Source: an optimization exercise on an open RTL-to-GDS flow (aim: small area, a short achievable clock period and few clock cycles). Production flows keep margins and buffers that such runs may drop.
In this exercise RTL edits were held to simulation tests only and were not proved equivalent to the original.
Power and IR drop assume default switching activity.

==> trial 46 <==
## row_damage_span_tracker
module row_damage_span_tracker (
    input  logic                          clk,
    input  logic                          rst_n,
    input  logic                          start,
    output logic                          busy,
    input  logic [29:0]                   item,
    output logic                          result_valid,
    output logic [29:0]                   result,
    input  logic                          psel,
    input  logic                          penable,
    input  logic                          pwrite,
    input  logic [rdst_pkg::PADDR_W-1:0]  paddr,
    input  logic [rdst_pkg::DATA_W-1:0]   pwdata,
    output logic [rdst_pkg::DATA_W-1:0]   prdata,
    output logic                          pready
);
make LEC_CHECK=0 ABC_CLOCK_PERIOD_IN_PS=2800 CAP_MARGIN=20 CORE_MARGIN=2 CORE_UTILIZATION=40 CTS_CLUSTER_DIAMETER=80 CTS_CLUSTER_SIZE=25 SETUP_SLACK_MARGIN=2.2 SLEW_MARGIN=20 finish   # period 5.0 ns
run.sh (not shown) runs the stock make flow with config.mk's settings and CLKGATE_MAP_FILE= SYNTH_SCRIPT=/design/flow/synth_recipe.tcl, a recipe that flattens the netlist after the stock synthesis.
==> build 16 (differences from trial 46) <==
--- a/flow/design.v
+++ b/flow/design.v
@@ -151,34 +151,34 @@
     assign eff_cols = cols_reg[10] ? 11'd1024 : cols_reg;
     assign grid_ok  = (rows_reg != 7'd0) && (cols_reg != 11'd0);
     assign mask     = rdst_pkg::row_mask(eff_rows);
     logic [1:0]  in_cmd;
     logic [5:0]  in_row;
     logic [9:0]  in_lo;
-    logic [9:0]  in_hm;
+    logic [10:0] in_hm;         
     logic        in_ok;
     logic [10:0] in_s;
     logic [10:0] in_e;
     assign in_cmd = item[29:28];
     assign in_row = item[27:22];
     assign in_s   = item[21:11];
     assign in_e   = item[10:0];
     assign in_ok  = ({1'b0, in_row} < eff_rows) && (in_s < in_e) && (in_s < eff_cols);
     assign in_lo  = in_s[9:0];
-    assign in_hm  = (in_e <= eff_cols) ? 10'(in_e - 11'd1) : ecm1_reg;
+    assign in_hm  = {(in_e <= eff_cols), in_e[9:0]};
     logic        a_v;
     logic [1:0]  a_cmd;
     logic [5:0]  a_row;
     logic [9:0]  a_lo;
-    logic [9:0]  a_hm;
+    logic [10:0] a_hm;
     logic        a_ok;
     logic        b_v;
     logic [1:0]  b_cmd;
     logic [5:0]  b_row;
     logic [9:0]  b_lo;
-    logic [9:0]  b_hm;
+    logic [10:0] b_hm;
     logic        b_ok;
     logic        accept;
     logic        a_stall;
     assign busy   = b_v;
     assign accept = start && !b_v;
     always_ff @(posedge clk or negedge rst_n)
@@ -285,12 +285,13 @@
     logic [5:0] o_row;
     logic [9:0] o_lo;
     logic [9:0] o_hm;
     logic       o_hit;      
     logic       o_alloc;    
     logic       e1_o;       
+    logic       e1_ol1;     
     logic       r_o;
     logic       x_o;
     logic       r_rd;
     logic       is_add;
     logic       is_mark;
     logic       is_flip;
@@ -332,13 +333,14 @@
     assign a_dmg   = la_dmg;
     assign a_hold  = la_hold;
     assign o_hit   = o_v && (o_lvl == 2'd0) && (o_row == a_row);
     assign o_alloc = !o_v;
     assign a_blk   = a_hold && !o_hit && o_v;
     assign add_go  = is_add && a_ok && !full && !a_blk;
-    assign e_want  = e1_v && !e1_full && !e1_empty && !e1_o;
+    assign e_want  = e1_v && !e1_full && !e1_empty;
+    assign e1_o    = e1_ol1 && !e1_empty && (o_row == e1_row);
     assign e_stall = e_want && r_v && r_rd;
     assign pop     = !e_stall;
     assign l1_done = ((pend_cnt == 7'd0) && (!pend_zero || pop)) || ((pend_cnt == 7'd1) && pop);
     assign q_free  = !p2_v || l1_done;
     assign snap    = is_flip && q_free;
     assign a_stall = (is_add && a_ok && !full && a_blk) || (is_flip && !q_free);
@@ -474,13 +476,13 @@
         r_merge  <= a_dmg;
         r_o      <= o_hit || (a_hold && o_alloc);
         r_rd     <= a_dmg && !o_hit && !a_hold;
         x_o      <= r_o;
         r_row    <= a_row;
         r_lo     <= a_lo;
-        r_hm     <= a_hm;
+        r_hm     <= a_hm[10] ? (a_hm[9:0] - 10'd1) : ecm1_reg;
         x_merge  <= r_merge;
         x_row    <= r_row;
         x_lo     <= r_lo;
         x_hm     <= r_hm;
         x_old_lo <= r_fwd ? x_new_lo : (r_o ? o_lo : rd_lo);
         x_old_hm <= r_fwd ? x_new_hm : (r_o ? o_hm : rd_hm);
@@ -536,18 +538,12 @@
                     lo_mem[gi] <= x_new_lo;
                     hm_mem[gi] <= x_new_hm;
                 end
             end
         end
     endgenerate
-    logic [NR-1:0] o_below;     
-    always_comb
-    begin
-        for (int i = 0; i < NR; i++)
-            o_below[i] = (6'(i) < o_row);
-    end
     logic [5:0] low_idx;
     always_comb
     begin
         low_idx = '0;
         for (int i = 0; i < NR; i++)
         begin
@@ -567,13 +563,13 @@
         if (pop)
         begin
             e1_row   <= low_idx;
             e1_full  <= pend_full;
             e1_last  <= (pend_cnt == 7'd1);
             e1_empty <= (pend_cnt == 7'd0);
-            e1_o     <= o_v && (o_lvl == 2'd1) && pend[o_row] && !(|(pend & o_below));
+            e1_ol1   <= o_v && (o_lvl == 2'd1) && !(e1_v && e1_o);
         end
     end
     logic       e2_v;
     logic [5:0] e2_row;
     logic       e2_full;
     logic       e2_last;
==> flow/config.mk (replaced) <==
export PLATFORM = sky130hd
export DESIGN_NAME = row_damage_span_tracker
export DESIGN_NICKNAME = row_damage_span_tracker
export VERILOG_FILES = /design/flow/design.v
export SDC_FILE = /design/flow/constraint.sdc
export NUM_CORES = 4
export LEC_CHECK = 0
export ABC_CLOCK_PERIOD_IN_PS = 2700
export CAP_MARGIN = 20
export CORE_MARGIN = 2
export CORE_UTILIZATION = 55
export CTS_CLUSTER_DIAMETER = 80
export CTS_CLUSTER_SIZE = 25
export SETUP_SLACK_MARGIN = 2.3
export SLEW_MARGIN = 20
==> run summary <==
Outcome: build 16 no timing/DRC/antenna violations; trial 46 no timing/DRC/antenna violations
R2r endpoint: build 16 e1_row[5]$_SDFFCE_PP1N_; trial 46 e1_o$_DFFE_PN_
Worst Clk Skew: build 16 0.0401 ns; trial 46 0.0420 ns
Mean Syn Cell Area: build 16 14.3 um^2; trial 46 14.0 um^2
Final Worst Setup Slack: build 16 2.08 ns; trial 46 1.90 ns
Via count of the first global-routing pass: build 16 49700; trial 46 51100
Sequential share of cell area: build 16 59.5%; trial 46 59.7%
Fillcell total: build 16 9707; trial 46 16500
Total Die Area: build 16 0.137 mm^2; trial 46 0.192 mm^2
Power attributed to combinational cells: build 16 0.0321 W; trial 46 0.0242 W
Non-clock buffers, area share: build 16 7.56%; trial 46 6.34%
Count of non-CTS inverters in the layout: build 16 82; trial 46 91
Antenna violations before repair: build 16 20; trial 46 11
Multi-input gates: build 16 2963; trial 46 3071
Max Clk Rate: build 16 342 MHz; trial 46 322 MHz
Via density per instance: build 16 7.58; trial 46 6.84
Number of detailed-routing iterations run before antenna repair: build 16 8; trial 46 6
Aggregate routed wire length: build 16 331000 um; trial 46 325000 um
Avg WL per Cell: build 16 44.5 um; trial 46 39.5 um
Reg-to-reg slack, setup: build 16 2.08 ns; trial 46 1.90 ns
Synthesized instance count: build 16 5166; trial 46 5360
DR WL met2: build 16 139000 um; trial 46 139000 um
Worst slack at placement: build 16 0.977 ns; trial 46 0.814 ns
Final critical path time including I/O delays and setup: build 16 2.92 ns; trial 46 3.10 ns
Testbench counts of trial 46, summed over its fixed seeds: cycles 4,445.
Testbench counts of build 16, summed over its fixed seeds: cycles 4,445.

[separate check: timing with driven ports]
Ports are ideal in the flow. The routed layouts listed here were re-timed in OpenROAD. Step 1, drivers: a clkbuf_16 drives clk and a buf_2 each remaining input, both assumed. Step 2 moves the port delays by t, midway between the first and last clock arrival at a register: inputs arrive t later, outputs are due t later. That takes back most of the time a late clock gives input paths. a / b / c = ideal / step 1 / step 2; a / b = the first two.
run | t, ns | slack for setup (ns) | latest minus earliest clock arrival (ns) | worst register clock-pin slew, ns | pins driven straight from the clock port
trial 46 | 0.863 | 1.895 / 1.895 / 1.288 | 0.054 / 0.055 | 0.11 / 0.11 | 1
build 16 | 0.834 | 2.079 / 2.079 / 1.595 | 0.043 / 0.043 | 0.11 / 0.11 | 1
After both steps setup and hold are still met in every run listed. For trial 46, which loses most, drivers alone change the setup slack by 0.000 ns; drivers and shift together by -0.607 ns.
